Background: an optimization exercise with open tools, aiming at small area. Do not read the settings as production practice.
Only simulation tests tie the RTL to the original design; equivalence was not proved.
Power is estimated from default activity; no workload was simulated.

===== flow/config.mk =====
export PLATFORM = sky130hd
export DESIGN_NAME = stk_top
export DESIGN_NICKNAME = stk_top
export VERILOG_FILES = /design/flow/design.v
export SDC_FILE = /design/flow/constraint.sdc
export NUM_CORES = 4
export LEC_CHECK = 0
export CAP_MARGIN = 20
export CORE_MARGIN = 2
export CORE_UTILIZATION = 40
export SLEW_MARGIN = 20

===== flow/constraint.sdc =====
create_clock -name core_clock -period 6.0 [get_ports {i_clk}]
set_input_delay 1.2000 -clock core_clock [delete_from_list [all_inputs] [get_ports {i_clk}]]
set_output_delay 1.2000 -clock core_clock [all_outputs]
set_load 0.01 [all_outputs]

===== flow/design.v =====
`default_nettype none
package stk_mem_pkg;
  typedef logic [5-1:0] ptr_t;
  typedef logic [4-1:0] line_id_t;
  typedef logic [$clog2(2)-1:0] bankid_t;
  typedef logic [$clog2(4)-1:0] engid_t;
  typedef struct packed {
    line_id_t line;
    bankid_t  bank;
  } ptr_split_t;
  typedef union packed {
    ptr_t       flat;
    ptr_split_t split;
  } ptr_u;
endpackage : stk_mem_pkg
`default_nettype wire
`default_nettype none
package stk_uc_pkg;
  typedef enum logic {
    OPCODE_PUSH = 1'b0,
    OPCODE_POP  = 1'b1
  } opcode_t;
  typedef enum logic [1:0] {
    STATUS_OK    = 2'd0,
    STATUS_FULL  = 2'd1,
    STATUS_EMPTY = 2'd2
  } status_t;
endpackage : stk_uc_pkg
`default_nettype wire
`default_nettype none
`timescale 1ns/1ps
module stk_top (
  input wire logic                   i_clk
, input wire logic                   i_rst
, input wire logic                   i_cmd_vld
, input wire logic [1:0]             i_cmd_engid
, input wire logic                   i_cmd_opcode
, input wire logic [32-1:0]  i_cmd_dat
, output logic                       o_rsp_vld
, output logic [1:0]                 o_rsp_engid
, output logic [1:0]                 o_rsp_status
, output logic                       o_rsp_dat_vld
, output logic [32-1:0]      o_rsp_dat
);
  localparam int LINES_N = 32;
  localparam int ENGS_N  = 4;
  localparam int PW      = 5;
  localparam int DW      = 32;
  logic [DW-1:0] dat_mem [LINES_N];
  logic [PW-1:0] prv_mem [LINES_N];
  logic [LINES_N-1:0] used_r;
  logic [PW-1:0] head_r [ENGS_N];
  logic [ENGS_N-1:0] hvld_r;
  logic       a_vld, b_vld, c_vld, d_vld;
  logic [1:0] a_eng, b_eng, c_eng, d_eng;
  logic       a_pop, b_pop, c_pop, d_pop;
  logic       a_fail, b_fail, c_fail, d_fail;
  logic [PW-1:0] c_ptr;
  logic [DW-1:0] d_dat;
  logic [LINES_N-1:0] free_oh;
  logic [PW-1:0]      free_idx;
  logic               full;
  logic               push_ok;
  logic [LINES_N-1:0] wr_oh;
  logic [PW-1:0]      push_prv;
  logic seen;
  always_comb begin
    seen     = 1'b0;
    free_oh  = '0;
    for (int i = 0; i < LINES_N; i++) begin
      free_oh[i] = !used_r[i] && !seen;
      seen       = seen || !used_r[i];
    end
    free_idx = '0;
    for (int i = 0; i < LINES_N; i++) begin
      free_idx = free_idx | (free_oh[i] ? PW'(i) : PW'(0));
    end
  end
  assign full     = &used_r;
  assign push_ok  = i_cmd_vld && !i_cmd_opcode && !full;
  assign wr_oh    = push_ok ? free_oh : '0;
  assign push_prv = hvld_r[i_cmd_engid] ? head_r[i_cmd_engid] : free_idx;
  always_ff @(posedge i_clk) begin
    for (int i = 0; i < LINES_N; i++) begin
      if (wr_oh[i]) begin
        dat_mem[i] <= i_cmd_dat;
        prv_mem[i] <= push_prv;
      end
    end
  end
  logic [PW-1:0]      pop_head;
  logic [PW-1:0]      pop_prv;
  logic               pop_go;
  logic [LINES_N-1:0] pop_oh;
  assign pop_head = head_r[b_eng];
  assign pop_go   = b_vld && b_pop && hvld_r[b_eng];
  always_comb begin
    pop_prv = '0;
    for (int i = 0; i < LINES_N; i++) begin
      pop_oh[i] = (pop_head == PW'(i));
      pop_prv   = pop_prv | (pop_oh[i] ? prv_mem[i] : PW'(0));
    end
  end
  always_ff @(posedge i_clk) begin
    for (int e = 0; e < ENGS_N; e++) begin
      if (i_rst) begin
        hvld_r[e] <= 1'b0;
      end else if (push_ok && (i_cmd_engid == 2'(e))) begin
        hvld_r[e] <= 1'b1;
      end else if (pop_go && (b_eng == 2'(e))) begin
        hvld_r[e] <= (pop_prv != pop_head);
      end
      if (push_ok && (i_cmd_engid == 2'(e))) begin
        head_r[e] <= free_idx;
      end else if (pop_go && (b_eng == 2'(e))) begin
        head_r[e] <= pop_prv;
      end
    end
  end
  always_ff @(posedge i_clk) begin
    if (i_rst) begin
      used_r <= '0;
    end else begin
      used_r <= (used_r | wr_oh) & ~(pop_go ? pop_oh : '0);
    end
  end
  always_ff @(posedge i_clk) begin
    if (i_rst) begin
      a_vld <= 1'b0;
      b_vld <= 1'b0;
      c_vld <= 1'b0;
      d_vld <= 1'b0;
    end else begin
      a_vld <= i_cmd_vld;
      b_vld <= a_vld;
      c_vld <= b_vld;
      d_vld <= c_vld;
    end
  end
  always_ff @(posedge i_clk) begin
    a_eng  <= i_cmd_engid;
    a_pop  <= i_cmd_opcode;
    a_fail <= full;
    b_eng  <= a_eng;
    b_pop  <= a_pop;
    b_fail <= a_fail;
    c_eng  <= b_eng;
    c_pop  <= b_pop;
    c_fail <= b_pop ? !hvld_r[b_eng] : b_fail;
    c_ptr  <= pop_head;
    d_eng  <= c_eng;
    d_pop  <= c_pop;
    d_fail <= c_fail;
  end
  logic [DW-1:0] d_dat_nxt;
  logic [DW-1:0] rd;
  always_comb begin
    rd = '0;
    for (int i = 0; i < LINES_N; i++) begin
      rd = rd | ((c_ptr == PW'(i)) ? dat_mem[i] : '0);
    end
    d_dat_nxt = rd;
  end
  always_ff @(posedge i_clk) begin
    d_dat <= d_dat_nxt;
  end
  assign o_rsp_vld     = d_vld;
  assign o_rsp_engid   = d_eng;
  assign o_rsp_status  = {d_pop && d_fail, !d_pop && d_fail};
  assign o_rsp_dat_vld = d_pop && !d_fail;
  assign o_rsp_dat     = d_dat;
endmodule
`default_nettype wire

===== flow/run.sh =====
#!/bin/bash
# synth_recipe.tcl (not shown) runs the flow's synth.tcl, then flattens the netlist and writes it again
# the make line also repeats each setting of config.mk as NAME=value (left out here)
make -C /OpenROAD-flow-scripts/flow DESIGN_CONFIG=/design/flow/config.mk WORK_HOME=/design/flow/orfs CLKGATE_MAP_FILE= SYNTH_SCRIPT=/design/flow/synth_recipe.tcl finish

==> results of run 1 <==
## cells in the final DEF (no fill, tap or decap), types with 6 or more instances in the layout
master / netlist / routed
a21oi_1: 24 / 24
a22oi_1: 289 / 289
o21ai_2: 0 / 6
inv_1: 22 / 21
nand3_1: 47 / 47
clkinv_2: 0 / 21
o32ai_1: 7 / 7
or3b_2: 6 / 6
a211oi_1: 25 / 25
nor2_4: 0 / 45
o21ai_0: 15 / 10
or4_1: 7 / 7
buf_2: 18 / 8
nand3b_1: 13 / 13
nor3_1: 30 / 17
clkbuf_16: 0 / 139
and3_1: 8 / 7
dfxtp_1: 93 / 93
or2_2: 6 / 6
nor2_1: 92 / 47
clkbuf_1: 106 / 33
a311oi_1: 6 / 6
nor2b_1: 11 / 11
mux2i_1: 49 / 49
or3_1: 30 / 30
diode_2: 0 / 6
clkinv_1: 1 / 24
mux2_2: 10 / 10
mux4_2: 10 / 10
nand4_1: 108 / 108
buf_4: 2 / 89
o21a_1: 6 / 6
nand2_1: 43 / 43
a31oi_1: 8 / 8
nor3_2: 1 / 14
nand2b_1: 8 / 8
edfxtp_1: 1204 / 1204
a22o_1: 121 / 121
a221oi_1: 122 / 122
clkdlybuf4s50_1: 0 / 67
## worst max path at each step
stage / start / end / slack (ns)
4_1_cts: b_eng[0]$_DFF_P_ / hvld_r[0]$_SDFFE_PP0P_ / 1.35
2_1_floorplan: i_cmd_vld / dat_mem[28][0]$_DFFE_PP_ / 0.003
6_report: b_eng[0]$_DFF_P_ / hvld_r[0]$_SDFFE_PP0P_ / 1.32
5_1_grt: b_eng[0]$_DFF_P_ / hvld_r[1]$_SDFFE_PP0P_ / 1.00
3_3_place_gp: b_eng[0]$_DFF_P_ / hvld_r[0]$_SDFFE_PP0P_ / 1.47
3_5_place_dp: b_eng[0]$_DFF_P_ / hvld_r[0]$_SDFFE_PP0P_ / 1.36
## per-layer routing
metal | vias to the layer above | track usage (%) | share of wire [%]
li1 | 11500 | - | -
met5 | - | 0 | 0.013
met4 | 2 | 9.75 | 3.6
met1 | 15000 | 34.2 | 38
met2 | 1990 | 40.9 | 48
met3 | 319 | 4.62 | 11
## per-stage QoR
| stage | power, mW | instance area, um^2 | utilization [%] | std cells |
|---|---|---|---|---|
| after floorplan | 10.6 | 47500 | - | 2663 |
| final | 19.0 | 55000 | 46.6 | 4469 |
| after detailed placement | 11.2 | 50700 | 43.0 | 4220 |
| after global routing | 19.5 | 55000 | 46.6 | 4467 |
| after global placement | 11.1 | 50700 | 43.0 | 4219 |
| after CTS | 19.1 | 55000 | 46.6 | 4463 |
## power by group through the flow
stage	clock, mW	combinational, mW	sequential, mW
floorplan	0	0.410	10.2
global placement	0	0.950	10.2
detailed placement	0	0.963	10.2
CTS	8.16	0.967	10.0
global route	8.52	1.01	10.0
finish	8.08	0.964	10.0
## logic make-up after synthesis
kind of cell           after synthesis  synth area share (%)
AO/OA/AOI/OAI                      667                  11.1
XOR/XNOR                             5                0.0922
buffers and inverters              171                  1.53
flip-flops                        1297                  80.1
multiplexers                        70                  1.79
AND/OR/NAND/NOR                    453                  5.36
## sequential cells by signal, summed over array words and instances, names as in the netlist, 2 cells and up
signal,cells
dat_mem,1024
prv_mem,160
d_dat,32
used_r,32
head_r,20
c_ptr,5
hvld_r,4
a_eng,2
b_eng,2
c_eng,2
d_eng,2
## critical path: cells and delay by family (launching register included)
kind,cells,cell delay [ns]
AO/OA/AOI/OAI,3,1.27
AND/OR/NAND/NOR,4,0.59
XOR/XNOR,1,0.22
buffers and inverters,3,1.38
flip-flops,1,0.53
multiplexers,2,0.55
## area by class of cell
class / instances / area [um^2]
repair buffers: 167 / 1450
flip-flops and latches: 1297 / 38000
well taps: 1536 / 1920
diodes: 6 / 15.0
clock buffers: 177 / 3670
multi-input cells: 1195 / 9190
fillers: 9778 / 63000
clock inverters: 66 / 613
inverters: 25 / 93.8
==> run_results.csv, run 1 <==
group,metric,value,unit
run_status,outcome,"no timing/DRC/antenna violations",
routing,vias,28800,
setup_path,path_common_cell,"buf_4",
cts,clock_sinks,1297,
logic_synthesis,synth.net_count,2701,
setup_path,critPathCaptureType,"flip-flop",
cts,cts_root_buf,"clkbuf_16",
logic_synthesis,synth_top_cell_area_share,76.2,%
logic_synthesis,yosys_register_bits,1297,
logic_synthesis,syn-instance-count,2663,
logic_synthesis,ys_top_cells_by_area,"edfxtp_1 (76%), a22oi_1 (4.6%), dfxtp_1 (3.9%)",
routing,wl_per_cell,34.7,um
timing,fin_crit_sh,78.1,%
placement,post-place-ws,1.36,ns
placement,port_buffers,75,
power,leakagePower,17.1,nW
setup_path,arrival,5.32,ns
power,p_switching,4.18,mW
logic_synthesis,seq_area_frac_synth,80.1,%
floorplan,die_h,349,um
cts,post_cts_resize_count,0,
layout,nets,2858,
logic_synthesis,synthArstFlopShare,0,%
timing,setup_ws,1.32,ns
routing,drc,0,
power,pwr-share-seq,52.5,%
placement,globalplace.congestion,0.886,
min_path,hold_path_class,"flip-flop to flip-flop",
setup_path,crit_slowest_cell,"inv_1",
timing,relSlewSlack,23.8,%
timing,timing.hold.ws,0.324,ns
setup_path,reg2reg_from,"b_eng[0]$_DFF_P_",
cts,cts.path.max_buffers,3,
logic_synthesis,avgSynthCellArea,17.8,um^2
cts,ctsHoldBuffers,0,
timing,clock_skew,0.0350,ns
cts,cts_buffers,134,
logic_synthesis,synth_edf_count,1204,
min_path,min_path_cells,0,
logic_synthesis,synth.distinct_cells,79,
logic_synthesis,yosysMostFrequentCell,"edfxtp_1",
setup_path,critical_path.cell_chain,"buf_4, mux2i_1, mux2_2, inv_1, buf_4, or3_1, nor3_1, a311oi_1, nand4_1, a2111oi_2, xnor2_1, nand3_2, o31a_1",
placement,dp.final_hpwl,80000,um
cts,clkSlewWorstSetupHoldPaths,0.05,ns
floorplan,io-pin-count,76,
setup_path,path_max_fanout,25,
cts,postCtsSetupRepairBufs,0,
grt,grtUsageTotal,25.3,%
power,switching_share,22.0,%
floorplan,coreArea,118000,um^2
logic_synthesis,yosysTopAreaCell,"edfxtp_1",
power,powerDensity,346,nW/um^2
setup_path,cp.required,6.63,ns
timing,max_freq,0.213,GHz
setup_path,critical_path_class,"flip-flop to flip-flop",
floorplan,dieArea,121000,um^2
routing,ant_nets,0,
logic_synthesis,syn_area,47500,um^2
setup_path,critPathMaxStageDelay,0.71,ns
min_path,hp-start,"a_fail$_DFF_P_",
cts,tritoncts,"yes",
layout,area.growth.synth_to_final,15.8,%
timing,setup_viol,0,
setup_path,cp-start-kind,"flip-flop",
power,pwr-share-comb,5.1,%
setup_path,r2r_cells,13,
floorplan,die_width,349,um
logic_synthesis,ys.flop_type,"edfxtp_1",
min_path,hold_end,"b_fail$_DFF_P_",
routing,viasPerCell,6.45,
power,p_int,14.9,mW
timing,hold_violations,0,
power,clock_power_share,42.4,%
power,ir_drop,0.268,mV
cts,clk_latency,0.77,ns
timing,fin_tns_setup,0,ns
routing,drt_iter0_markers,4483,
layout,drive_gt1_share,13.9,%
grt,grt_pass1_wl,216000,um
setup_path,r2r_end,"hvld_r[0]$_SDFFE_PP0P_",
grt,grt-ovfl-total,0,
routing,wl,155000,um
setup_path,r2r_setup_slack,1.32,ns
cts,htreeDepth,4,
timing,drv_slew,0,
logic_synthesis,synth_common_cells,"edfxtp_1 (1,204), a22oi_1 (289), a221oi_1 (122), a22o_1 (121), nand4_1 (108)",
grt,grt_max_degree,41,
floorplan,initial_core_util,40.3,%
timing,worstMarginPinSlew,1.14,ns
grt,antenna_found_initial,6,
timing,rsz0062_at_grt,"no",
grt,first_global_vias,27900,
job,maxCapViolCount,0,
logic_synthesis,ys_warn_count,4,
floorplan,rows,126,
routing,dr.pass1.iters,6,
timing,period_needed,4.68,ns
==> inputs of run 2 (changes only) <==
--- a/flow/design.v
+++ b/flow/design.v
@@ -26,6 +26,50 @@
     STATUS_EMPTY = 2'd2
   } status_t;
 endpackage : stk_uc_pkg
+`default_nettype wire
+`default_nettype none
+`timescale 1ns/1ps
+module stk_aoi3 (
+  input wire logic [2:0] i_s
+, input wire logic [2:0] i_d
+, output logic           o_y
+);
+  assign o_y = !((i_s[0] && i_d[0]) || (i_s[1] && i_d[1]) || (i_s[2] && i_d[2]));
+endmodule
+module stk_aoi2 (
+  input wire logic [1:0] i_s
+, input wire logic [1:0] i_d
+, output logic           o_y
+);
+  assign o_y = !((i_s[0] && i_d[0]) || (i_s[1] && i_d[1]));
+endmodule
+module stk_rd_bit (
+  input wire logic [31:0] i_sel
+, input wire logic [31:0] i_d
+, output logic            o_q
+);
+  logic [10:0] g;
+  for (genvar k = 0; k < 10; k++) begin : g_aoi3
+    stk_aoi3 u_aoi (.i_s(i_sel[k*3 +: 3]), .i_d(i_d[k*3 +: 3]), .o_y(g[k]));
+  end
+  stk_aoi2 u_aoi2 (.i_s(i_sel[31:30]), .i_d(i_d[31:30]), .o_y(g[10]));
+  assign o_q = !(&g);
+endmodule
+module stk_sram #(
+  parameter int W = 32
+) (
+  input wire logic [31:0]     i_sel
+, input wire logic [32*W-1:0] i_d
+, output logic [W-1:0]        o_q
+);
+  for (genvar b = 0; b < W; b++) begin : g_bit
+    logic [31:0] col;
+    for (genvar i = 0; i < 32; i++) begin : g_col
+      assign col[i] = i_d[i*W + b];
+    end
+    stk_rd_bit u_bit (.i_sel(i_sel), .i_d(col), .o_q(o_q[b]));
+  end
+endmodule
 `default_nettype wire
 `default_nettype none
 `timescale 1ns/1ps
@@ -94,13 +138,14 @@
   logic [LINES_N-1:0] pop_oh;
   assign pop_head = head_r[b_eng];
   assign pop_go   = b_vld && b_pop && hvld_r[b_eng];
+  logic [LINES_N*PW-1:0] prv_flat;
   always_comb begin
-    pop_prv = '0;
     for (int i = 0; i < LINES_N; i++) begin
       pop_oh[i] = (pop_head == PW'(i));
-      pop_prv   = pop_prv | (pop_oh[i] ? prv_mem[i] : PW'(0));
-    end
-  end
+      prv_flat[i*PW +: PW] = prv_mem[i];
+    end
+  end
+  stk_sram #(.W(PW)) u_prv_rd (.i_sel(pop_oh), .i_d(prv_flat), .o_q(pop_prv));
   always_ff @(posedge i_clk) begin
     for (int e = 0; e < ENGS_N; e++) begin
       if (i_rst) begin
@@ -153,14 +198,15 @@
     d_fail <= c_fail;
   end
   logic [DW-1:0] d_dat_nxt;
-  logic [DW-1:0] rd;
+  logic [LINES_N-1:0] rd_oh;
+  logic [LINES_N*DW-1:0] dat_flat;
   always_comb begin
-    rd = '0;
-    for (int i = 0; i < LINES_N; i++) begin
-      rd = rd | ((c_ptr == PW'(i)) ? dat_mem[i] : '0);
-    end
-    d_dat_nxt = rd;
-  end
+    for (int i = 0; i < LINES_N; i++) begin
+      rd_oh[i] = (c_ptr == PW'(i));
+      dat_flat[i*DW +: DW] = dat_mem[i];
+    end
+  end
+  stk_sram #(.W(DW)) u_dat_rd (.i_sel(rd_oh), .i_d(dat_flat), .o_q(d_dat_nxt));
   always_ff @(posedge i_clk) begin
     d_dat <= d_dat_nxt;
   end
--- a/flow/config.mk
+++ b/flow/config.mk
@@ -7,5 +7,10 @@
 export LEC_CHECK = 0
 export CAP_MARGIN = 20
 export CORE_MARGIN = 2
-export CORE_UTILIZATION = 40
+export CORE_UTILIZATION = 65
+export CTS_BUF_LIST = sky130_fd_sc_hd__clkbuf_4 sky130_fd_sc_hd__clkbuf_8
+export CTS_CLUSTER_SIZE = 30
+export PLACE_DENSITY = 0.75
 export SLEW_MARGIN = 20
+export SYNTH_HIERARCHICAL = 1
+export SYNTH_MINIMUM_KEEP_SIZE = 0
==> run 2 against run 1 <==
  * Register-to-register slack better by 0.40 ns
  * Sequential cell count stayed put
  * Design area shrank 5.0%
  * Clock-buffer cell count increased by 97
  * Critical path type unchanged
==> run_results.csv, run 2 <==
group,metric,value,unit
timing,rsz0062_at_grt,"no",
setup_path,arrival,5.00,ns
logic_synthesis,synth_edf_count,1204,
power,ir_drop,0.258,mV
cts,clkSlewWorstSetupHoldPaths,0.06,ns
floorplan,die_width,269,um
floorplan,die_h,269,um
floorplan,rows,97,
grt,grt-ovfl-total,0,
setup_path,r2r_cells,11,
timing,period_needed,4.29,ns
layout,largest_register_ffs,1024,
logic_synthesis,ys_top_cells_by_area,"edfxtp_1 (79%), a222oi_1 (8.1%), dfxtp_1 (4.1%)",
timing,max_freq,0.233,GHz
logic_synthesis,syn-instance-count,2328,
run_status,outcome,"no timing/DRC/antenna violations",
grt,grtUsageTotal,33.7,%
timing,setup_viol,0,
placement,port_buffers,75,
logic_synthesis,avgSynthCellArea,19.6,um^2
layout,top_regs,"dat_mem: 1024 flops, prv_mem: 160 flops",
layout,final_cell_mix,"edfxtp_1 (1,204), a222oi_1 (370), clkbuf_8 (202), nor2_1 (99), dfxtp_1 (93)",
setup_path,crit_slowest_cell,"dfxtp_1",
timing,clock_skew,0.0525,ns
floorplan,dieArea,72500,um^2
routing,vias,27200,
timing,timing.hold.ws,0.315,ns
routing,dr.pass1.iters,10,
logic_synthesis,ys_warn_count,10,
setup_path,reg2reg_from,"b_eng[1]$_DFF_P_",
min_path,hold_path_class,"flip-flop to flip-flop",
min_path,hp-start,"a_pop$_DFF_P_",
logic_synthesis,synth_common_cells,"edfxtp_1 (1,204), a222oi_1 (370), nor2_1 (144), dfxtp_1 (93), nand4_1 (83)",
layout,final_core_util,74.8,%
grt,grt_max_degree,41,
logic_synthesis,yosysMostFrequentCell,"edfxtp_1",
min_path,hold_end,"b_pop$_DFF_P_",
setup_path,critPathCaptureType,"flip-flop",
setup_path,path_max_fanout,11,
logic_synthesis,yosysTopAreaCell,"edfxtp_1",
routing,ant_nets,0,
timing,drv_slew,0,
layout,drive_gt1_share,19.0,%
cts,cts_root_buf,"clkbuf_8",
timing,relSlewSlack,14.1,%
routing,drc,0,
job,maxCapViolCount,0,
placement,dp.final_hpwl,70500,um
floorplan,io-pin-count,76,
routing,wl,122000,um
setup_path,r2r_setup_slack,1.71,ns
timing,fin_tns_setup,0,ns
floorplan,initial_core_util,65.5,%
routing,drt_iter0_markers,5213,
cts,ctsHoldBuffers,0,
layout,fillers,3910,
logic_synthesis,ys.flop_type,"edfxtp_1",
layout,regArea,38000,um^2
routing,wl_per_cell,32.8,um
power,leakagePower,16.3,nW
min_path,min_path_cells,0,
grt,first_global_vias,26500,
timing,hold_violations,0,
logic_synthesis,seq_area_frac_synth,83.2,%
power,powerDensity,339,nW/um^2
logic_synthesis,syn_area,45700,um^2
logic_synthesis,yosys_register_bits,1297,
setup_path,critPathMaxStageDelay,0.68,ns
grt,antenna_found_initial,7,
logic_synthesis,synth_top_cell_area_share,79.1,%
routing,viasPerCell,7.28,
floorplan,coreArea,69800,um^2
grt,grt_pass1_wl,176000,um
cts,cts.path.max_buffers,3,
cts,clk_latency,0.85,ns
layout,multi_input_area,8020,um^2
setup_path,cp.required,6.71,ns
logic_synthesis,synthArstFlopShare,0,%
setup_path,r2r_end,"hvld_r[1]$_SDFFE_PP0P_",
timing,worstMarginPinSlew,1.28,ns
layout,area.growth.synth_to_final,14.2,%
logic_synthesis,synth.net_count,2366,
cts,htreeDepth,4,
setup_path,cp-start-kind,"flip-flop",
layout,largest-register,"dat_mem",
layout,final_common_cell,"edfxtp_1",
cts,postCtsSetupRepairBufs,0,
setup_path,critical_path_class,"flip-flop to flip-flop",
cts,cts_buffers,190,
timing,fin_crit_sh,71.5,%
cts,clock_sinks,1297,
setup_path,critical_path.cell_chain,"mux4_2, nand2b_1, nor2_1, a222oi_1, nand4_1, or3_1, xor2_1, nor3_1, nand3_1, o21ai_0, a21oi_1",
layout,nets,2674,
cts,tritoncts,"yes",
logic_synthesis,synth.distinct_cells,53,
cts,post_cts_resize_count,0,
placement,globalplace.congestion,0.948,
[run 2: cell count changes after synthesis, moves of 13 or more]
cell	before	now
a22oi_2	0	37
a22o_1	121	0
a222oi_1	3	370
a22oi_1	289	0
buf_1	13	0
buf_2	18	5
a221oi_1	122	3
nand4_1	108	83
mux2i_1	49	2
clkbuf_1	106	22
nor2_1	92	144
a21oi_1	24	39
[run 2: worst max-delay path, delay by kind of cell, from the launching register on]
kind	cells	cell delay (ns)
AOI/OAI and AO/OA	3	0.77
DFF	1	0.68
xor gates and xnor gates	1	0.20
and+or+nand+nor	6	1.81
muxes	1	0.68
[run 2: how the worst max path moves through the flow]
| stage | startpoint | endpoint | slack, ns | cells after the start |
|---|---|---|---|---|
| 5_1_grt | b_eng[1]$_DFF_P_ | hvld_r[1]$_SDFFE_PP0P_ | 1.48 | 11 |
| 3_3_place_gp | i_cmd_opcode | dat_mem[17][29]$_DFFE_PP_ | 1.68 | 4 |
| 4_1_cts | b_eng[1]$_DFF_P_ | hvld_r[1]$_SDFFE_PP0P_ | 1.80 | 11 |
| 2_1_floorplan | i_cmd_vld | dat_mem[22][0]$_DFFE_PP_ | 0.10 | 3 |
| 6_report | b_eng[1]$_DFF_P_ | hvld_r[1]$_SDFFE_PP0P_ | 1.71 | 11 |
| 3_5_place_dp | i_cmd_opcode | dat_mem[17][29]$_DFFE_PP_ | 1.61 | 4 |
[run 2: logic make-up (layout without fill, tap and decap cells)]
group	after synthesis	count (layout)	synth area share, %
multiplexers	19	19	0.733
buffers and inverters	39	502	0.350
other	0	2	0
AO/OA/AOI/OAI	501	501	10.4
XOR/XNOR	5	5	0.0958
flip-flops	1297	1297	83.2
AND/OR/NAND/NOR	467	467	5.25
[run 2: power breakdown]
part	total [mW]	leakage, nW	switching (mW)	internal (mW)
logic	0.846	2.73	0.557	0.288
clock network	6.84	1.98	3.19	3.64
registers	10.0	11.6	0.0378	9.97
total	17.7	16.3	3.79	13.9
[run 2: metrics by stage]
stage	total power [mW]	worst slack, ns	instances	instance area [um^2]
global placement	11.0	1.68	3382	48500
detailed placement	11.0	1.61	3382	48500
finish	17.7	1.71	3733	52200
CTS	17.8	1.80	3729	52200
floorplan	10.5	0.102	2328	45700
global route	18.2	1.48	3732	52200
[run 2: routing by layer]
metal	routed length (um)	vias up	track usage, %
met5	7	-	0
met4	5180	2	14.5
met3	16300	317	8.21
met2	57700	2203	52.8
met1	43000	13600	46.0
li1	-	11100	-
[run 2: cell type report]
| class | instances | share of cell area, % |
|---|---|---|
| well taps | 940 | 2.25 |
| multi-input cells | 992 | 15.4 |
| diodes | 2 | 0.00959 |
| repair buffers | 144 | 2.32 |
| flip-flops and latches | 1297 | 72.8 |
| clock buffers | 274 | 6.36 |
| clock inverters | 73 | 0.784 |
| inverters | 11 | 0.0791 |
[run 2: Yosys stat by module, one instance, submodules excluded, a selection]
module      cells inside  cell area (um^2)  copies in the design
stk_aoi2               1              12.5                    37
stk_rd_bit             4              23.8                    37
stk_top             1773             40700                     1
stk_aoi3               1              10.0                   370
==> inputs of run 3 (changes only) <==
==> flow/config.mk (replaced) <==
export PLATFORM = sky130hd
export DESIGN_NAME = stk_top
export DESIGN_NICKNAME = stk_top
export VERILOG_FILES = /design/flow/design.v
export SDC_FILE = /design/flow/constraint.sdc
export NUM_CORES = 4
export LEC_CHECK = 0
export CAP_MARGIN = 20
export CORE_MARGIN = 2
export CORE_UTILIZATION = 40
export SLEW_MARGIN = 20
export SYNTH_HIERARCHICAL = 1
export SYNTH_MINIMUM_KEEP_SIZE = 0
==> run 3 against run 2 <==
  * Maximum frequency shrank 0.27%
  * Clock power up 15%
  * Sequential cell count unchanged
  * Synthesized cell count unchanged
  * Area after synthesis is the same
  * First-iteration DRC count fell by 5.8%
  * Largest power group unchanged
  * Die area rose by 61%
  * Routed wire length up 4.3%
  * Worst hold slack gained 0.010 ns
  * Global-route usage shrank 12 points
  * Non-clock buffer count decreased by 2
  * Critical endpoint is now hvld_r[2]$_SDFFE_PP0P_
==> run_results.csv, run 3 <==
group,metric,value,unit
cts,post_cts_resize_count,0,
floorplan,io-pin-count,76,
timing,relSlewSlack,19.3,%
power,switching_share,20.9,%
power,p_switching,3.92,mW
layout,final_common_cell,"edfxtp_1",
placement,dp.final_hpwl,74000,um
logic_synthesis,ys_warn_count,10,
power,pwr-share-comb,4.6,%
grt,gr-usage-met1,29.5,%
setup_path,crit_slowest_cell,"mux4_2",
floorplan,initial_core_util,40.1,%
grt,met3_usage,4.04,%
placement,port_buffers,75,
timing,period_needed,4.30,ns
cts,cts_buffers,121,
logic_synthesis,avgSynthCellArea,19.6,um^2
grt,grt_pass1_wl,180000,um
grt,grt.busiest_layer,"met2",
cts,clk_latency,0.73,ns
setup_path,critPathMaxStageDelay,0.73,ns
min_path,hold_end,"b_eng[1]$_DFF_P_",
cts,cts.path.max_buffers,3,
logic_synthesis,seq_area_frac_synth,83.2,%
layout,final_cell_mix,"edfxtp_1 (1,204), a222oi_1 (370), clkbuf_16 (121), nor2_1 (99), dfxtp_1 (93)",
layout,largest_register_ffs,1024,
layout,largest-register,"dat_mem",
timing,drv_slew,0,
power,powerDensity,351,nW/um^2
logic_synthesis,syn-instance-count,2328,
grt,grt_max_degree,41,
timing,worstMarginPinSlew,1.21,ns
setup_path,arrival,4.87,ns
grt,grtUsageTotal,21.3,%
min_path,hold_path_class,"flip-flop to flip-flop",
setup_path,r2r_end,"hvld_r[2]$_SDFFE_PP0P_",
grt,met2_usage,34.3,%
cts,ctsHoldBuffers,0,
timing,clock_skew,0.0381,ns
layout,top_regs,"dat_mem: 1024 flops, prv_mem: 160 flops",
job,maxCapViolCount,0,
logic_synthesis,ys_top_cells_by_area,"edfxtp_1 (79%), a222oi_1 (8.1%), dfxtp_1 (4.1%)",
logic_synthesis,synth_top_family_by_area,"compound AO/OA/AOI/OAI gates",
timing,max_freq,0.233,GHz
power,ir_drop,0.276,mV
logic_synthesis,ys.flop_type,"edfxtp_1",
logic_synthesis,yosysTopAreaCell,"edfxtp_1",
setup_path,r2r_cells,12,
logic_synthesis,yosys.area_share.xor_xnor,0.0958,%
timing,fin_crit_sh,71.7,%
logic_synthesis,synth.net_count,2366,
layout,final_core_util,46.9,%
logic_synthesis,yosysMostFrequentCell,"edfxtp_1",
layout,area.growth.synth_to_final,16.8,%
setup_path,critPathTopFamily,"simple AND/OR/NAND/NOR gates",
floorplan,rows,124,
logic_synthesis,synthArstFlopShare,0,%
cts,postCtsSetupRepairBufs,0,
setup_path,critical_path_class,"flip-flop to flip-flop",
setup_path,path_max_fanout,12,
routing,drc,0,
timing,hold_violations,0,
floorplan,die_h,342,um
logic_synthesis,synth_edf_count,1204,
logic_synthesis,synth.distinct_cells,53,
power,pwr-share-seq,53.4,%
routing,dr.pass1.iters,8,
run_status,outcome,"no timing/DRC/antenna violations",
power,leakagePower,16.4,nW
grt,first_global_vias,25500,
cts,clock_sinks,1297,
setup_path,cp.required,6.57,ns
timing,setup_viol,0,
setup_path,critical_path.cell_chain,"mux4_2, and2_1, nand2_1, nor2_1, a222oi_1, nand4_1, or3_1, xor2_1, nor3_1, nand3_1, o21ai_0, a21oi_1",
setup_path,reg2reg_from,"b_eng[1]$_DFF_P_",
timing,rsz0062_at_grt,"no",
logic_synthesis,muxShareOfSynthArea,0.733,%
routing,drt_iter0_markers,4911,
setup_path,r2r_setup_slack,1.70,ns
logic_synthesis,synth_top_cell_area_share,79.1,%
routing,wl_per_cell,30.5,um
power,clock_power_share,41.9,%
min_path,hp-start,"a_eng[1]$_DFF_P_",
setup_path,critPathCaptureType,"flip-flop",
cts,clkSlewWorstSetupHoldPaths,0.06,ns
layout,fillers,9512,
power,p_int,14.8,mW
routing,ant_nets,0,
cts,htreeDepth,3,
timing,fin_tns_setup,0,ns
floorplan,die_width,342,um
placement,globalplace.congestion,0.872,
grt,antenna_found_initial,6,
layout,nets,2603,
logic_synthesis,synth_compound_area_share,10.4,%
cts,cts_root_buf,"clkbuf_16",
logic_synthesis,yosys_register_bits,1297,
logic_synthesis,syn_area,45700,um^2
routing,wl,128000,um
setup_path,cp-start-kind,"flip-flop",
floorplan,dieArea,117000,um^2
cts,tritoncts,"yes",
logic_synthesis,synth-simple-area-share,5.25,%
layout,drive_gt1_share,15.1,%
floorplan,coreArea,114000,um^2
min_path,min_path_cells,0,
setup_path,critPathBufInv,0,
routing,vias,26200,
logic_synthesis,synth_common_cells,"edfxtp_1 (1,204), a222oi_1 (370), nor2_1 (144), dfxtp_1 (93), nand4_1 (83)",
routing,viasPerCell,6.26,
grt,grt-ovfl-total,0,
logic_synthesis,synth_fa_ha_area_share,0,%
-- run 3: logic make-up (layout without fill, tap and decap cells) --
logic type | after synthesis | after routing
flip-flops | 1297 | 1297
buffers and inverters | 39 | 383
AO/OA/AOI/OAI | 501 | 501
AND/OR/NAND/NOR | 467 | 467
other | 0 | 1
XOR/XNOR | 5 | 5
multiplexers | 19 | 19
-- run 3: final cells by class --
class	instances	area (um^2)	share of cell area, %
multi-input cells	992	8010	15.0
repair buffers	142	1290	2.42
diodes	1	2.50	0.00469
well taps	1512	1890	3.54
clock inverters	75	868	1.63
clock buffers	155	3270	6.12
inverters	11	41.3	0.0773
flip-flops and latches	1297	38000	71.2
-- run 3: metal layers --
metal,part of all wire [%],up-vias
met2,47,1534
met3,10,195
li1,-,10900
met1,40,13600
met5,0.032,-
met4,2.6,6
-- run 3: modules after synthesis, one instance, submodules excluded, a selection --
module / area, um^2 / flops+latches
stk_aoi2: 12.5 / 0
stk_aoi3: 10.0 / 0
stk_rd_bit: 23.8 / 0
stk_top: 40700 / 1297
-- run 3: power by group through the flow --
| stage | clock network (mW) | logic, mW | registers [mW] |
|---|---|---|---|
| detailed placement | 0 | 0.868 | 10.2 |
| finish | 7.85 | 0.866 | 10.0 |
| CTS | 7.98 | 0.872 | 10.0 |
| global placement | 0 | 0.852 | 10.2 |
| global route | 8.30 | 0.918 | 10.0 |
| floorplan | 0 | 0.326 | 10.2 |
-- run 3: worst register-to-register path: stages, from the launching register on --
cell      delay, ns
dfxtp_1        0.69
mux4_2         0.73
and2_1         0.31
nand2_1        0.15
nor2_1         0.14
a222oi_1       0.51
nand4_1        0.17
or3_1          0.54
xor2_1         0.21
nor3_1         0.20
nand3_1        0.19
o21ai_0        0.22
a21oi_1        0.10
-- run 3: how the worst max path moves through the flow --
stage / start / end / slack (ns) / cells after the start
after detailed placement: i_cmd_vld / dat_mem[12][24]$_DFFE_PP_ / 1.51 / 6
after floorplan: i_cmd_vld / dat_mem[22][0]$_DFFE_PP_ / 0.10 / 3
final: b_eng[1]$_DFF_P_ / hvld_r[2]$_SDFFE_PP0P_ / 1.70 / 12
after global routing: b_eng[1]$_DFF_P_ / hvld_r[2]$_SDFFE_PP0P_ / 1.47 / 12
after CTS: b_eng[1]$_DFF_P_ / hvld_r[2]$_SDFFE_PP0P_ / 1.74 / 12
after global placement: i_cmd_vld / dat_mem[12][9]$_DFFE_PP_ / 1.54 / 6
-- run 3: per-stage QoR --
| step | area (um^2) | instances | power, mW | setup WS [ns] | hold WS (ns) |
|---|---|---|---|---|---|
| after floorplan | 45700 | 2328 | 10.5 | 0.102 | 0.310 |
| after global placement | 49200 | 3947 | 11.1 | 1.54 | 0.312 |
| after detailed placement | 49300 | 3951 | 11.1 | 1.51 | 0.314 |
| after CTS | 53400 | 4181 | 18.9 | 1.74 | 0.329 |
| after global routing | 53400 | 4184 | 19.2 | 1.47 | 0.335 |
| final | 53400 | 4185 | 18.7 | 1.70 | 0.325 |
==> inputs of run 4 (changes only) <==
--- a/flow/config.mk
+++ b/flow/config.mk
@@ -7,7 +7,9 @@
 export LEC_CHECK = 0
 export CAP_MARGIN = 20
 export CORE_MARGIN = 2
-export CORE_UTILIZATION = 40
+export CORE_UTILIZATION = 55
+export CTS_BUF_LIST = sky130_fd_sc_hd__clkbuf_2 sky130_fd_sc_hd__clkbuf_4 sky130_fd_sc_hd__clkbuf_8
+export PLACE_DENSITY = 0.7
 export SLEW_MARGIN = 20
 export SYNTH_HIERARCHICAL = 1
 export SYNTH_MINIMUM_KEEP_SIZE = 0
==> run 4 against run 3 <==
  * Non-clock buffer count shrank 1
  * Largest cell class unchanged
  * Critical path type unchanged
  * Setup slack gained 0.059 ns
  * Sequential power is essentially flat
  * Largest power group unchanged
==> run_results.csv, run 4 <==
group,metric,value,unit
layout,final_cell_mix,"edfxtp_1 (1,204), a222oi_1 (370), clkbuf_8 (217), nor2_1 (99), dfxtp_1 (93)",
grt,antenna_found_initial,7,
routing,viasPerCell,6.99,
timing,drv_slew,0,
cts,cts_root_buf,"clkbuf_8",
routing,drc,0,
setup_path,cp-start-kind,"flip-flop",
logic_synthesis,syn_area,45700,um^2
logic_synthesis,muxShareOfSynthArea,0.733,%
cts,clkSlewWorstSetupHoldPaths,0.06,ns
cts,clk_latency,0.86,ns
timing,setup_viol,0,
setup_path,crit_slowest_cell,"mux4_2",
logic_synthesis,synth_fa_ha_area_share,0,%
logic_synthesis,ys.flop_type,"edfxtp_1",
routing,wl_per_cell,32.0,um
layout,area.growth.synth_to_final,15.9,%
timing,worstMarginPinSlew,1.19,ns
setup_path,critical_path_class,"flip-flop to flip-flop",
cts,cts_buffers,193,
logic_synthesis,yosysMostFrequentCell,"edfxtp_1",
logic_synthesis,synth_edf_count,1204,
logic_synthesis,avgSynthCellArea,19.6,um^2
timing,timing.hold.ws,0.318,ns
logic_synthesis,synth_top_family_by_area,"compound AO/OA/AOI/OAI gates",
floorplan,io-pin-count,76,
floorplan,rows,105,
floorplan,coreArea,82200,um^2
cts,clock_sinks,1297,
setup_path,reg2reg_from,"b_eng[1]$_DFF_P_",
logic_synthesis,syn-instance-count,2328,
routing,vias,27100,
setup_path,path_max_fanout,11,
layout,fin_area,53000,um^2
cts,post_cts_resize_count,0,
layout,drive_gt1_share,19.9,%
logic_synthesis,ys_warn_count,10,
routing,ant_nets,0,
routing,dr.pass1.iters,7,
floorplan,die_h,292,um
placement,dp.final_hpwl,70400,um
setup_path,critPathTopFamily,"simple AND/OR/NAND/NOR gates",
setup_path,critPathCaptureType,"flip-flop",
timing,rsz0062_at_grt,"no",
logic_synthesis,synth-simple-area-share,5.25,%
logic_synthesis,synth.net_count,2366,
logic_synthesis,synth_common_cells,"edfxtp_1 (1,204), a222oi_1 (370), nor2_1 (144), dfxtp_1 (93), nand4_1 (83)",
timing,hold_violations,0,
layout,multi_input_area,8020,um^2
placement,globalplace.congestion,0.898,
timing,relSlewSlack,20.8,%
grt,grt_max_degree,41,
setup_path,r2r_end,"hvld_r[3]$_SDFFE_PP0P_",
placement,post_dp_cell_area,48800,um^2
setup_path,arrival,4.94,ns
grt,grt-ovfl-total,0,
layout,fillers,5422,
grt,grt_pass1_wl,177000,um
floorplan,dieArea,85500,um^2
layout,top_regs,"dat_mem: 1024 flops, prv_mem: 160 flops",
min_path,hp-start,"c_pop$_DFF_P_",
cts,cts.path.max_buffers,3,
grt,first_global_vias,26500,
setup_path,critical_path.cell_chain,"mux4_2, nand2b_1, nor2_1, a222oi_1, nand4_1, or3_1, xor2_1, nor3_1, nand3_1, o21ai_0, a21oi_1",
timing,clock_skew,0.0424,ns
setup_path,critPathBufInv,0,
cts,htreeDepth,4,
cts,tritoncts,"yes",
layout,largest_register_ffs,1024,
timing,max_freq,0.236,GHz
logic_synthesis,seq_area_frac_synth,83.2,%
placement,port_buffers,75,
power,leakagePower,16.6,nW
logic_synthesis,synthArstFlopShare,0,%
logic_synthesis,synth.distinct_cells,53,
power,powerDensity,347,nW/um^2
min_path,hold_end,"d_pop$_DFF_P_",
floorplan,die_width,292,um
logic_synthesis,synth_compound_area_share,10.4,%
job,maxCapViolCount,0,
grt,grtUsageTotal,28.7,%
routing,drt_iter0_markers,5636,
setup_path,r2r_setup_slack,1.76,ns
cts,ctsHoldBuffers,0,
layout,nets,2674,
layout,final_core_util,64.4,%
timing,fin_crit_sh,70.7,%
logic_synthesis,yosys.area_share.xor_xnor,0.0958,%
layout,regArea,38000,um^2
logic_synthesis,synth_top_cell_area_share,79.1,%
setup_path,r2r_cells,11,
logic_synthesis,ys_top_cells_by_area,"edfxtp_1 (79%), a222oi_1 (8.1%), dfxtp_1 (4.1%)",
timing,fin_tns_setup,0,ns
run_status,outcome,"no timing/DRC/antenna violations",
routing,wl,124000,um
logic_synthesis,yosys_register_bits,1297,
layout,largest-register,"dat_mem",
logic_synthesis,yosysTopAreaCell,"edfxtp_1",
cts,postCtsSetupRepairBufs,0,
timing,period_needed,4.24,ns
floorplan,initial_core_util,55.6,%
min_path,min_path_cells,0,
min_path,hold_path_class,"flip-flop to flip-flop",
power,ir_drop,0.219,mV
setup_path,cp.required,6.70,ns
layout,final_common_cell,"edfxtp_1",
setup_path,critPathMaxStageDelay,0.71,ns
==> run 4: logic make-up after synthesis <==
family,count (synthesis)
and+or+nand+nor,467
xor gates and xnor gates,5
DFF,1297
muxes,19
AOI/OAI and AO/OA,501
buffers and inverters,39
==> run 4: layer usage <==
metal	GRT usage, %	wire, um	vias up	part of all wire [%]
li1	-	-	11100	-
met1	39.3	46200	13700	37
met2	45.1	58100	1997	47
met3	7.12	15600	287	13
met4	10.8	4050	8	3.3
met5	0	54	-	0.044
==> run 4: worst max path at each step <==
stage	to	startpoint	cells after the start	slack, ns
final	hvld_r[3]$_SDFFE_PP0P_	b_eng[1]$_DFF_P_	11	1.76
after global routing	hvld_r[1]$_SDFFE_PP0P_	b_eng[1]$_DFF_P_	11	1.51
after CTS	hvld_r[1]$_SDFFE_PP0P_	b_eng[1]$_DFF_P_	11	1.81
after detailed placement	dat_mem[18][14]$_DFFE_PP_	i_cmd_vld	6	1.30
after global placement	dat_mem[18][29]$_DFFE_PP_	i_cmd_vld	6	1.36
after floorplan	dat_mem[22][0]$_DFFE_PP_	i_cmd_vld	3	0.10
==> run 4: per-stage QoR <==
| step | worst slack [ns] | power (mW) | cells |
|---|---|---|---|
| 2_1_floorplan | 0.102 | 10.5 | 2328 |
| 3_3_place_gp | 1.36 | 11.0 | 3498 |
| 3_5_place_dp | 1.30 | 11.1 | 3507 |
| 4_1_cts | 1.81 | 18.5 | 3868 |
| 5_1_grt | 1.51 | 18.9 | 3873 |
| 6_report | 1.76 | 18.4 | 3874 |
==> run 4: area by class of cell <==
type / count / share of cell area, %
antenna: 2 / 0.00945
sequential: 1297 / 71.8
tap: 1070 / 2.53
clock buffer: 289 / 6.66
inverter: 11 / 0.0779
clock inverter: 72 / 1.22
timing repair buffer: 141 / 2.61
multi-input combinational: 992 / 15.1
==> run 4: report_power, final <==
group / leakage, nW / internal [mW] / switching [mW]
Sequential: 11.6 / 9.97 / 0.0477
Clock: 2.23 / 4.15 / 3.36
Combinational: 2.76 / 0.298 / 0.571
Total: 16.6 / 14.4 / 3.98
==> run 4: modules after synthesis (local to each module, per instance), excerpt <==
module      cells  flip-flops and latches  times used
stk_top      1773                    1297           1
stk_rd_bit      4                       0          37
stk_aoi2        1                       0          37
stk_aoi3        1                       0         370
==> inputs of run 5 (changes only) <==
==> flow/config.mk (replaced) <==
export PLATFORM = sky130hd
export DESIGN_NAME = stk_top
export DESIGN_NICKNAME = stk_top
export VERILOG_FILES = /design/flow/design.v
export SDC_FILE = /design/flow/constraint.sdc
export NUM_CORES = 4
export LEC_CHECK = 0
export CAP_MARGIN = 5
export CORE_MARGIN = 2
export CORE_UTILIZATION = 55
export CTS_BUF_LIST = sky130_fd_sc_hd__clkbuf_8
export CTS_CLUSTER_DIAMETER = 60
export CTS_CLUSTER_SIZE = 16
export PLACE_DENSITY = 0.7
export SLEW_MARGIN = 5
export SYNTH_HIERARCHICAL = 1
export SYNTH_MINIMUM_KEEP_SIZE = 0
==> run 5 against run 4 <==
  * Area after synthesis stayed put
  * Sequential share of layout area grew 3.8 points
  * Core utilization is 3.2 points lower
  * Combinational power down 1%
  * Critical path depth did not move
  * Non-clock buffer count down 12
  * Global-route usage fell by 0.65 points
  * Via count decreased by 3.3%
  * Critical endpoint is now hvld_r[0]$_SDFFE_PP0P_
  * Synthesized cell count stayed put
  * Routed wire length is 2.2% lower
  * Final cell count down 5.0%
  * Critical path type unchanged
  * Power down 17%
==> run_results.csv, run 5 <==
group,metric,value,unit
logic_synthesis,synth.distinct_cells,53,
timing,rsz0062_at_grt,"no",
placement,dp_cells,3498,
logic_synthesis,syn-instance-count,2328,
cts,cts.path.max_buffers,3,
logic_synthesis,ys.flop_type,"edfxtp_1",
cts,ctsHoldBuffers,0,
timing,period_needed,4.26,ns
setup_path,r2r_setup_slack,1.74,ns
cts,clkSlewWorstSetupHoldPaths,0.10,ns
setup_path,critPathLaunch,"b_eng[1]$_DFF_P_",
timing,drv_slew,0,
layout,largest_register_ffs,1024,
setup_path,endpoint,"hvld_r[0]$_SDFFE_PP0P_",
setup_path,r2r_end,"hvld_r[0]$_SDFFE_PP0P_",
setup_path,critPathTopFamily,"simple AND/OR/NAND/NOR gates",
layout,fin_cells,3679,
setup_path,r2r_cells,11,
setup_path,critPathCaptureType,"flip-flop",
cts,htreeDepth,3,
routing,vias,26200,
setup_path,arrival,4.88,ns
routing,wl,121000,um
cts,clock_sinks,1297,
routing,viasPerCell,7.11,
setup_path,crit_slowest_cell,"mux4_2",
timing,fin_tns_setup,0,ns
routing,dr.pass1.iters,10,
logic_synthesis,synth_common_cells,"edfxtp_1 (1,204), a222oi_1 (370), nor2_1 (144), dfxtp_1 (93), nand4_1 (83)",
grt,grt_max_degree,41,
logic_synthesis,syn_area,45700,um^2
timing,hold_violations,0,
floorplan,dieArea,85500,um^2
routing,wl_per_cell,33.0,um
placement,port_buffers,75,
setup_path,critical_path_class,"flip-flop to flip-flop",
cts,postCtsSetupRepairBufs,0,
routing,drc,0,
logic_synthesis,avgSynthCellArea,19.6,um^2
layout,fillers,5673,
timing,clock_skew,0.0457,ns
timing,worstMarginPinSlew,1.45,ns
setup_path,cp.required,6.62,ns
cts,clk_latency,0.76,ns
power,powerDensity,302,nW/um^2
logic_synthesis,synthArstFlopShare,0,%
logic_synthesis,ys_warn_count,10,
timing,relSlewSlack,2.96,%
logic_synthesis,synth_edf_count,1204,
logic_synthesis,synth.net_count,2366,
logic_synthesis,yosysMostFrequentCell,"edfxtp_1",
timing,setup_viol,0,
floorplan,coreArea,82200,um^2
floorplan,rows,105,
cts,tritoncts,"yes",
placement,globalplace.congestion,0.898,
cts,post_cts_resize_count,0,
routing,drt_iter0_markers,5573,
layout,final_cell_mix,"edfxtp_1 (1,204), a222oi_1 (370), nor2_1 (99), clkbuf_8 (99), dfxtp_1 (93)",
logic_synthesis,synth_top_cell_area_share,79.1,%
layout,largest-register,"dat_mem",
logic_synthesis,seq_area_frac_synth,83.2,%
layout,top_regs,"dat_mem: 1024 flops, prv_mem: 160 flops",
logic_synthesis,yosys_register_bits,1297,
cts,cts_buffers,95,
setup_path,crit_cells,11,
logic_synthesis,ys_top_cells_by_area,"edfxtp_1 (79%), a222oi_1 (8.1%), dfxtp_1 (4.1%)",
min_path,hold_path_class,"flip-flop to flip-flop",
layout,drive_gt1_share,11.6,%
floorplan,die_h,292,um
job,maxCapViolCount,0,
grt,first_global_vias,25200,
logic_synthesis,yosysTopAreaCell,"edfxtp_1",
setup_path,path_max_fanout,12,
floorplan,io-pin-count,76,
floorplan,die_width,292,um
layout,area.growth.synth_to_final,10.1,%
timing,fin_crit_sh,71.0,%
routing,ant_nets,0,
setup_path,critical_path.cell_chain,"mux4_2, nand2_1, nor2_1, a222oi_1, nand4_1, or3_1, xor2_1, nor3_1, nand3_1, o21ai_0, a21oi_1",
power,leakagePower,15.4,nW
grt,antenna_found_initial,6,
run_status,outcome,"no timing/DRC/antenna violations",
power,ir_drop,0.168,mV
layout,nets,2564,
grt,grtUsageTotal,28.0,%
setup_path,reg2reg_from,"b_eng[1]$_DFF_P_",
cts,cts_root_buf,"clkbuf_8",
layout,final_common_cell,"edfxtp_1",
setup_path,critPathBufInv,0,
floorplan,initial_core_util,55.6,%
grt,grt-ovfl-total,0,
grt,grt_pass1_wl,173000,um
placement,dp.final_hpwl,69200,um
setup_path,cp-start-kind,"flip-flop",
setup_path,critPathMaxStageDelay,0.74,ns
timing,max_freq,0.235,GHz
[run 5: how the worst min path moves through the flow]
stage / start / cells after the start / endpoint / slack (ns)
4_1_cts: a_eng[1]$_DFF_P_ / 0 / b_eng[1]$_DFF_P_ / 0.34
3_3_place_gp: c_pop$_DFF_P_ / 0 / d_pop$_DFF_P_ / 0.31
5_1_grt: a_eng[1]$_DFF_P_ / 0 / b_eng[1]$_DFF_P_ / 0.34
3_5_place_dp: a_eng[1]$_DFF_P_ / 0 / b_eng[1]$_DFF_P_ / 0.31
6_report: a_eng[1]$_DFF_P_ / 0 / b_eng[1]$_DFF_P_ / 0.33
2_1_floorplan: a_eng[0]$_DFF_P_ / 0 / b_eng[0]$_DFF_P_ / 0.31
[run 5: final cells by class]
class                   count  area (um^2)  share of cell area, %
repair buffers            129         1180                   2.34
inverters                  11         41.3                 0.0821
multi-input cells         992         7990                   15.9
clock inverters            78          382                  0.758
diodes                      3         7.51                 0.0149
clock buffers              99         1360                   2.71
flip-flops and latches   1297        38000                   75.6
well taps                1070         1340                   2.66
[run 5: worst reg2reg max path: stages (launching register included)]
cell and delay, ns:
dfxtp_1 0.67, mux4_2 0.74, nand2_1 0.39, nor2_1 0.21, a222oi_1 0.37, nand4_1 0.26, or3_1 0.56, xor2_1 0.21
nor3_1 0.24, nand3_1 0.21, o21ai_0 0.22, a21oi_1 0.09
[run 5: routing by layer]
metal	routed length [um]	global-route usage [%]	share of wire, %	vias up
met5	48	0	0.040	-
met4	3810	9.71	3.1	6
met3	15000	5.57	12	239
met2	57100	44.4	47	1816
met1	45300	39.5	37	13300
li1	-	-	-	10800
[run 5: through the flow]
step	area [um^2]	hold slack (ns)	power [mW]	worst slack, ns	utilization [%]
3_3_place_gp	48500	0.310	11.0	1.36	59.0
6_report	50300	0.335	15.2	1.74	61.2
4_1_cts	50300	0.336	15.2	1.82	61.1
5_1_grt	50300	0.340	15.6	1.45	61.2
3_5_place_dp	48500	0.312	11.1	1.28	59.0
2_1_floorplan	45700	0.310	10.5	0.102	-
[run 5: kinds of logic after synthesis]
group           Yosys count  share of synthesized area, %
compound gates          501                          10.4
buf+inv                  39                         0.350
flops                  1297                          83.2
simple gates            467                          5.25
mux                      19                         0.733
xor+xnor                  5                        0.0958
[run 5: where the power goes]
group / leakage, nW / total [mW] / switching [mW] / internal [mW]
logic: 2.63 / 0.859 / 0.564 / 0.295
clock network: 1.11 / 4.33 / 2.76 / 1.57
registers: 11.6 / 10.0 / 0.0478 / 9.96
[run 5: per-module statistics from Yosys (local to each module, per instance), a selection]
module / times used / cells
stk_aoi3: 370 / 1
stk_top: 1 / 1773
stk_aoi2: 37 / 1
stk_rd_bit: 37 / 4
==> inputs of run 6 (changes only) <==
--- a/flow/config.mk
+++ b/flow/config.mk
@@ -8,9 +8,9 @@
 export CAP_MARGIN = 5
 export CORE_MARGIN = 2
 export CORE_UTILIZATION = 55
-export CTS_BUF_LIST = sky130_fd_sc_hd__clkbuf_8
+export CTS_BUF_LIST = sky130_fd_sc_hd__clkbuf_16
 export CTS_CLUSTER_DIAMETER = 60
-export CTS_CLUSTER_SIZE = 16
+export CTS_CLUSTER_SIZE = 25
 export PLACE_DENSITY = 0.7
 export SLEW_MARGIN = 5
 export SYNTH_HIERARCHICAL = 1
==> run 6 against run 5 <==
  * Non-clock buffer count is the same
  * Sequential cell count is the same
  * Largest cell class unchanged
  * Clock skew shrank 0.0080 ns
  * Worst hold slack lost 0.0089 ns
==> run_results.csv, run 6 <==
group,metric,value,unit
job,maxCapViolCount,0,
routing,wl_per_cell,33.3,um
min_path,hold_path_class,"flip-flop to flip-flop",
logic_synthesis,ys.flop_type,"edfxtp_1",
cts,clock_sinks,1297,
timing,worstMarginPinSlew,1.44,ns
logic_synthesis,syn_area,45700,um^2
setup_path,critical_path.cell_chain,"mux4_2, and2_1, nand2_1, nor2_1, a222oi_1, nand4_1, or3_1, xor2_1, nor3_1, nand3_1, o21ai_0, a21oi_1",
placement,dp_cells,3498,
layout,final_cell_mix,"edfxtp_1 (1,204), a222oi_1 (370), nor2_1 (99), dfxtp_1 (93), nand4_1 (83)",
setup_path,r2r_cells,12,
timing,drv_slew,0,
run_status,outcome,"no timing/DRC/antenna violations",
layout,fin_cells,3641,
setup_path,reg2reg_from,"b_eng[1]$_DFF_P_",
setup_path,crit_slowest_cell,"mux4_2",
logic_synthesis,synth_top_cell_area_share,79.1,%
cts,tritoncts,"yes",
cts,cts_buffers,77,
timing,clock_skew,0.0377,ns
layout,drive_gt1_share,12.2,%
cts,cts_root_buf,"clkbuf_16",
layout,regArea,38000,um^2
setup_path,arrival,4.89,ns
timing,relSlewSlack,3.97,%
cts,cts.path.max_buffers,3,
layout,top_regs,"dat_mem: 1024 flops, prv_mem: 160 flops",
floorplan,rows,105,
cts,postCtsSetupRepairBufs,0,
cts,post_cts_resize_count,0,
logic_synthesis,synth.net_count,2366,
setup_path,critPathCaptureType,"flip-flop",
power,powerDensity,324,nW/um^2
setup_path,critPathBufInv,0,
min_path,hold_end,"d_pop$_DFF_P_",
power,p_total,16.6,mW
routing,dr.pass1.iters,8,
grt,first_global_vias,25100,
routing,drc,0,
setup_path,r2r_setup_slack,1.63,ns
layout,nets,2546,
timing,fin_tns_setup,0,ns
logic_synthesis,yosys_register_bits,1297,
timing,setup_viol,0,
logic_synthesis,synth.distinct_cells,53,
logic_synthesis,ys_top_cells_by_area,"edfxtp_1 (79%), a222oi_1 (8.1%), dfxtp_1 (4.1%)",
floorplan,initial_core_util,55.6,%
routing,vias,26200,
setup_path,cp.required,6.52,ns
logic_synthesis,ys_warn_count,10,
floorplan,die_h,292,um
cts,clk_latency,0.67,ns
timing,rsz0062_at_grt,"no",
routing,ant_nets,0,
power,ir_drop,0.213,mV
logic_synthesis,avgSynthCellArea,19.6,um^2
timing,fin_crit_sh,72.8,%
timing,max_freq,0.229,GHz
setup_path,critical_path_class,"flip-flop to flip-flop",
grt,grt_pass1_wl,173000,um
grt,grtUsageTotal,28.1,%
power,leakagePower,15.6,nW
layout,area.growth.synth_to_final,11.9,%
placement,port_buffers,75,
layout,multi_input_area,7990,um^2
cts,ctsHoldBuffers,0,
setup_path,cp-start-kind,"flip-flop",
layout,fillers,5545,
routing,wl,121000,um
grt,grt_max_degree,41,
layout,largest-register,"dat_mem",
timing,period_needed,4.37,ns
logic_synthesis,yosysTopAreaCell,"edfxtp_1",
logic_synthesis,syn-instance-count,2328,
floorplan,io-pin-count,76,
placement,dp.final_hpwl,69200,um
routing,viasPerCell,7.21,
setup_path,path_max_fanout,11,
logic_synthesis,synth_edf_count,1204,
layout,final_common_cell,"edfxtp_1",
setup_path,critPathLaunch,"b_eng[1]$_DFF_P_",
logic_synthesis,synthArstFlopShare,0,%
floorplan,coreArea,82200,um^2
setup_path,critPathMaxStageDelay,0.71,ns
min_path,hp-start,"c_pop$_DFF_P_",
grt,antenna_found_initial,7,
setup_path,critPathTopFamily,"simple AND/OR/NAND/NOR gates",
logic_synthesis,synth_common_cells,"edfxtp_1 (1,204), a222oi_1 (370), nor2_1 (144), dfxtp_1 (93), nand4_1 (83)",
grt,grt-ovfl-total,0,
min_path,min_path_cells,0,
layout,final_core_util,62.2,%
floorplan,dieArea,85500,um^2
cts,clkSlewWorstSetupHoldPaths,0.09,ns
logic_synthesis,yosysMostFrequentCell,"edfxtp_1",
layout,largest_register_ffs,1024,
placement,globalplace.congestion,0.898,
floorplan,die_width,292,um
timing,hold_violations,0,
routing,drt_iter0_markers,5648,
logic_synthesis,seq_area_frac_synth,83.2,%
cts,htreeDepth,3,
setup_path,r2r_end,"hvld_r[0]$_SDFFE_PP0P_",
run 6: cell counts after synthesis:
No cell type changed its count.
run 6: cell type report:
class,count,area share (%)
Tap cell,1070,2.62
Multi-Input combinational cell,992,15.6
Timing Repair Buffer,129,2.29
Antenna cell,1,0.00489
Clock inverter,62,1.22
Clock buffer,79,3.86
Inverter,11,0.0807
Sequential cell,1297,74.3
run 6: per-module statistics from Yosys, one instance, submodules excluded, excerpt:
module | flops+latches | cells inside
stk_rd_bit | 0 | 4
stk_aoi3 | 0 | 1
stk_aoi2 | 0 | 1
stk_top | 1297 | 1773
run 6: worst reg2reg max path, delay by kind of cell (launching register included):
kind / cells / cell delay [ns]
compound gates: 3 / 0.72
mux: 1 / 0.71
xor+xnor: 1 / 0.21
flops: 1 / 0.67
simple gates: 7 / 1.92
run 6: kinds of logic (layout without fill, tap and decap cells):
kind of cell           Yosys count  in the layout  share of synthesized area (%)
flip-flops                    1297           1297                           83.2
AO/OA/AOI/OAI                  501            501                           10.4
AND/OR/NAND/NOR                467            467                           5.25
buffers and inverters           39            281                          0.350
multiplexers                    19             19                          0.733
XOR/XNOR                         5              5                         0.0958
other                            0              1                              0
run 6: stage by stage:
| stage | cell area, um^2 | setup slack (ns) | hold WS [ns] |
|---|---|---|---|
| after floorplan | 45700 | 0.102 | 0.310 |
| after global placement | 48500 | 1.36 | 0.310 |
| after detailed placement | 48500 | 1.28 | 0.312 |
| after CTS | 51100 | 1.72 | 0.321 |
| after global routing | 51200 | 1.38 | 0.320 |
| final | 51200 | 1.63 | 0.326 |
run 6: how the worst max path moves through the flow:
stage               cells past startpoint                   endpoint  slack [ns]
global placement                        6  dat_mem[18][29]$_DFFE_PP_        1.36
global route                           11     hvld_r[0]$_SDFFE_PP0P_        1.38
detailed placement                      6  dat_mem[18][14]$_DFFE_PP_        1.28
CTS                                    11     hvld_r[0]$_SDFFE_PP0P_        1.72
finish                                 12     hvld_r[0]$_SDFFE_PP0P_        1.63
floorplan                               3   dat_mem[22][0]$_DFFE_PP_        0.10
run 6: power by group:
part | total (mW) | switching [mW] | internal (mW)
registers | 10.0 | 0.0476 | 9.96
logic | 0.860 | 0.565 | 0.294
clock network | 5.71 | 3.07 | 2.64
run 6: layer usage:
| layer | global-route usage, % | share of wire (%) | vias up |
|---|---|---|---|
| met5 | 0 | 0.035 | - |
| met4 | 8.71 | 2.8 | 6 |
| met3 | 5.37 | 13 | 207 |
| met2 | 44.8 | 47 | 1919 |
| met1 | 39.8 | 37 | 13400 |
| li1 | - | - | 10700 |
==> inputs of run 7 (changes only) <==
==> flow/flow/run.sh (new file) <==
#!/bin/bash
set -o pipefail
export CTS_ARGS="-sink_clustering_enable -repair_clock_nets -sink_clustering_size 25 -sink_clustering_max_diameter 60 -buf_list sky130_fd_sc_hd__clkbuf_16 -dont_use_dummy_load"
bash standard.sh finish > standard_flow.log 2>&1
==> flow/standard.sh (new file) <==
#!/bin/bash
# synth_recipe.tcl (not shown) runs the flow's synth.tcl, then flattens the netlist and writes it again
# the make line also repeats each setting of config.mk as NAME=value (left out here)
make -C /OpenROAD-flow-scripts/flow DESIGN_CONFIG=/design/flow/config.mk WORK_HOME=/design/flow/orfs CLKGATE_MAP_FILE= SYNTH_SCRIPT=/design/flow/synth_recipe.tcl "${@:-finish}"
--- a/flow/config.mk
+++ b/flow/config.mk
@@ -5,13 +5,13 @@
 export SDC_FILE = /design/flow/constraint.sdc
 export NUM_CORES = 4
 export LEC_CHECK = 0
-export CAP_MARGIN = 5
+export CAP_MARGIN = 15
 export CORE_MARGIN = 2
 export CORE_UTILIZATION = 55
 export CTS_BUF_LIST = sky130_fd_sc_hd__clkbuf_16
 export CTS_CLUSTER_DIAMETER = 60
 export CTS_CLUSTER_SIZE = 25
 export PLACE_DENSITY = 0.7
-export SLEW_MARGIN = 5
+export SLEW_MARGIN = 15
 export SYNTH_HIERARCHICAL = 1
 export SYNTH_MINIMUM_KEEP_SIZE = 0
removed: flow/run.sh
==> run 7 against run 6 <==
  * Die area is the same
  * Area after synthesis is the same
  * Critical endpoint is now dat_mem[28][24]$_DFFE_PP_
  * Sequential cell count unchanged
  * Sequential power hardly changed
  * Register-to-register slack better by 0.17 ns
  * Clock-buffer cell count fell by 2
  * First-iteration DRC count fell by 6.0%
  * Clock skew up 0.066 ns
  * Design area shrank 1.0%
  * Still clean on timing, DRC and antenna
==> run_results.csv, run 7 <==
group,metric,value,unit
floorplan,dieArea,85500,um^2
grt,met2_usage,44.5,%
timing,timing.hold.ws,0.325,ns
logic_synthesis,synth.distinct_cells,53,
logic_synthesis,ys.flop_type,"edfxtp_1",
timing,clock_skew,0.103,ns
logic_synthesis,yosys_register_bits,1297,
cts,clk_latency,0.68,ns
run_status,outcome,"no timing/DRC/antenna violations",
min_path,hold_end,"b_eng[1]$_DFF_P_",
setup_path,critical_path_class,"flip-flop to flip-flop",
setup_path,critPathBufInv,1,
logic_synthesis,seq_area_frac_synth,83.2,%
power,p_total,15.8,mW
job,maxCapViolCount,0,
floorplan,rows,105,
routing,ant_nets,0,
timing,setup_viol,0,
grt,grt_pass1_wl,173000,um
power,ir_drop,0.226,mV
layout,fin_area,50600,um^2
routing,vias,26100,
timing,period_needed,4.20,ns
cts,post_cts_resize_count,0,
layout,top_regs,"dat_mem: 1024 flops, prv_mem: 160 flops",
setup_path,crit_slowest_cell,"nor2_4",
cts,cts_root_buf,"clkbuf_16",
grt,grtUsageTotal,28.0,%
layout,final_cell_mix,"edfxtp_1 (1,204), a222oi_1 (370), nor2_1 (99), dfxtp_1 (93), nand4_1 (83)",
placement,post_dp_cell_area,48700,um^2
setup_path,r2r_end,"dat_mem[28][24]$_DFFE_PP_",
layout,largest_register_ffs,1024,
logic_synthesis,synth_edf_count,1204,
setup_path,cp-start-kind,"flip-flop",
power,leakagePower,15.3,nW
floorplan,initial_core_util,55.6,%
logic_synthesis,syn_area,45700,um^2
cts,htreeDepth,3,
layout,nets,2553,
logic_synthesis,ys_top_cells_by_area,"edfxtp_1 (79%), a222oi_1 (8.1%), dfxtp_1 (4.1%)",
timing,max_freq,0.238,GHz
logic_synthesis,avgSynthCellArea,19.6,um^2
placement,port_buffers,75,
logic_synthesis,yosys.area_share.xor_xnor,0.0958,%
placement,dp_cells,3505,
routing,drc,0,
cts,postCtsSetupRepairBufs,0,
logic_synthesis,synth_compound_area_share,10.4,%
logic_synthesis,muxShareOfSynthArea,0.733,%
cts,tritoncts,"yes",
grt,gr-usage-met1,39.4,%
layout,fin_cells,3587,
cts,clkSlewWorstSetupHoldPaths,0.07,ns
logic_synthesis,synth_common_cells,"edfxtp_1 (1,204), a222oi_1 (370), nor2_1 (144), dfxtp_1 (93), nand4_1 (83)",
setup_path,critical_path.cell_chain,"nand4_4, or4_1, or2_1, nor3_4, nand4_1, nor2_4, buf_4",
cts,cts_buffers,77,
grt,first_global_vias,25100,
setup_path,critPathCaptureType,"flip-flop",
logic_synthesis,synth_top_family_by_area,"compound AO/OA/AOI/OAI gates",
min_path,hp-start,"a_eng[1]$_DFF_P_",
logic_synthesis,yosysTopAreaCell,"edfxtp_1",
cts,clock_sinks,1297,
floorplan,io-pin-count,76,
setup_path,path_max_fanout,22,
setup_path,arrival,4.51,ns
timing,drv_slew,0,
setup_path,r2r_setup_slack,1.80,ns
setup_path,critPathTopFamily,"simple AND/OR/NAND/NOR gates",
layout,drive_gt1_share,11.4,%
logic_synthesis,synth_top_cell_area_share,79.1,%
logic_synthesis,yosysMostFrequentCell,"edfxtp_1",
[run 7: cell counts after synthesis]
Identical to the previous run, type by type.
[run 7: modules after synthesis, one instance, submodules excluded, a selection]
module      cells inside  flops+latches  copies in the design  cell area [um^2]
stk_aoi3               1              0                   370              10.0
stk_top             1773           1297                     1             40700
stk_rd_bit             4              0                    37              23.8
stk_aoi2               1              0                    37              12.5
[run 7: cell type report]
type | count | area, um^2 | share of cell area, %
antenna | 4 | 10.0 | 0.0198
tap | 1070 | 1340 | 2.64
sequential | 1297 | 38000 | 75.1
clock buffer | 77 | 1930 | 3.81
inverter | 11 | 41.3 | 0.0815
multi-input combinational | 992 | 8010 | 15.8
timing repair buffer | 136 | 1290 | 2.55
[run 7: power breakdown]
group,internal (mW),switching [mW]
Sequential,9.96,0.0474
Clock,2.28,2.64
Combinational,0.296,0.565
[run 7: kinds of logic (layout without fill, tap and decap cells)]
kind of cell	after synthesis	in the layout
buf+inv	39	224
flops	1297	1297
simple gates	467	467
mux	19	19
xor+xnor	5	5
other cells	0	4
compound gates	501	501
[run 7: how the worst max path moves through the flow]
stage | endpoint | start | slack (ns)
finish | dat_mem[28][24]$_DFFE_PP_ | used_r[0]$_SDFF_PP0_ | 1.80
global route | hvld_r[1]$_SDFFE_PP0P_ | b_eng[1]$_DFF_P_ | 1.55
CTS | hvld_r[1]$_SDFFE_PP0P_ | b_eng[1]$_DFF_P_ | 1.86
detailed placement | dat_mem[18][31]$_DFFE_PP_ | i_cmd_vld | 1.28
global placement | dat_mem[18][29]$_DFFE_PP_ | i_cmd_vld | 1.36
floorplan | dat_mem[22][0]$_DFFE_PP_ | i_cmd_vld | 0.10
[run 7: metal layers]
layer	vias up	part of all wire [%]
met5	-	0.045
met1	13300	37
li1	10700	-
met3	235	13
met4	8	3.0
met2	1924	47
[run 7: worst reg2reg max path, delay by kind of cell (launching register included)]
family                 cells  cell delay, ns
AND/OR/NAND/NOR            6            2.86
flip-flops                 1            0.56
buffers and inverters      1            0.47
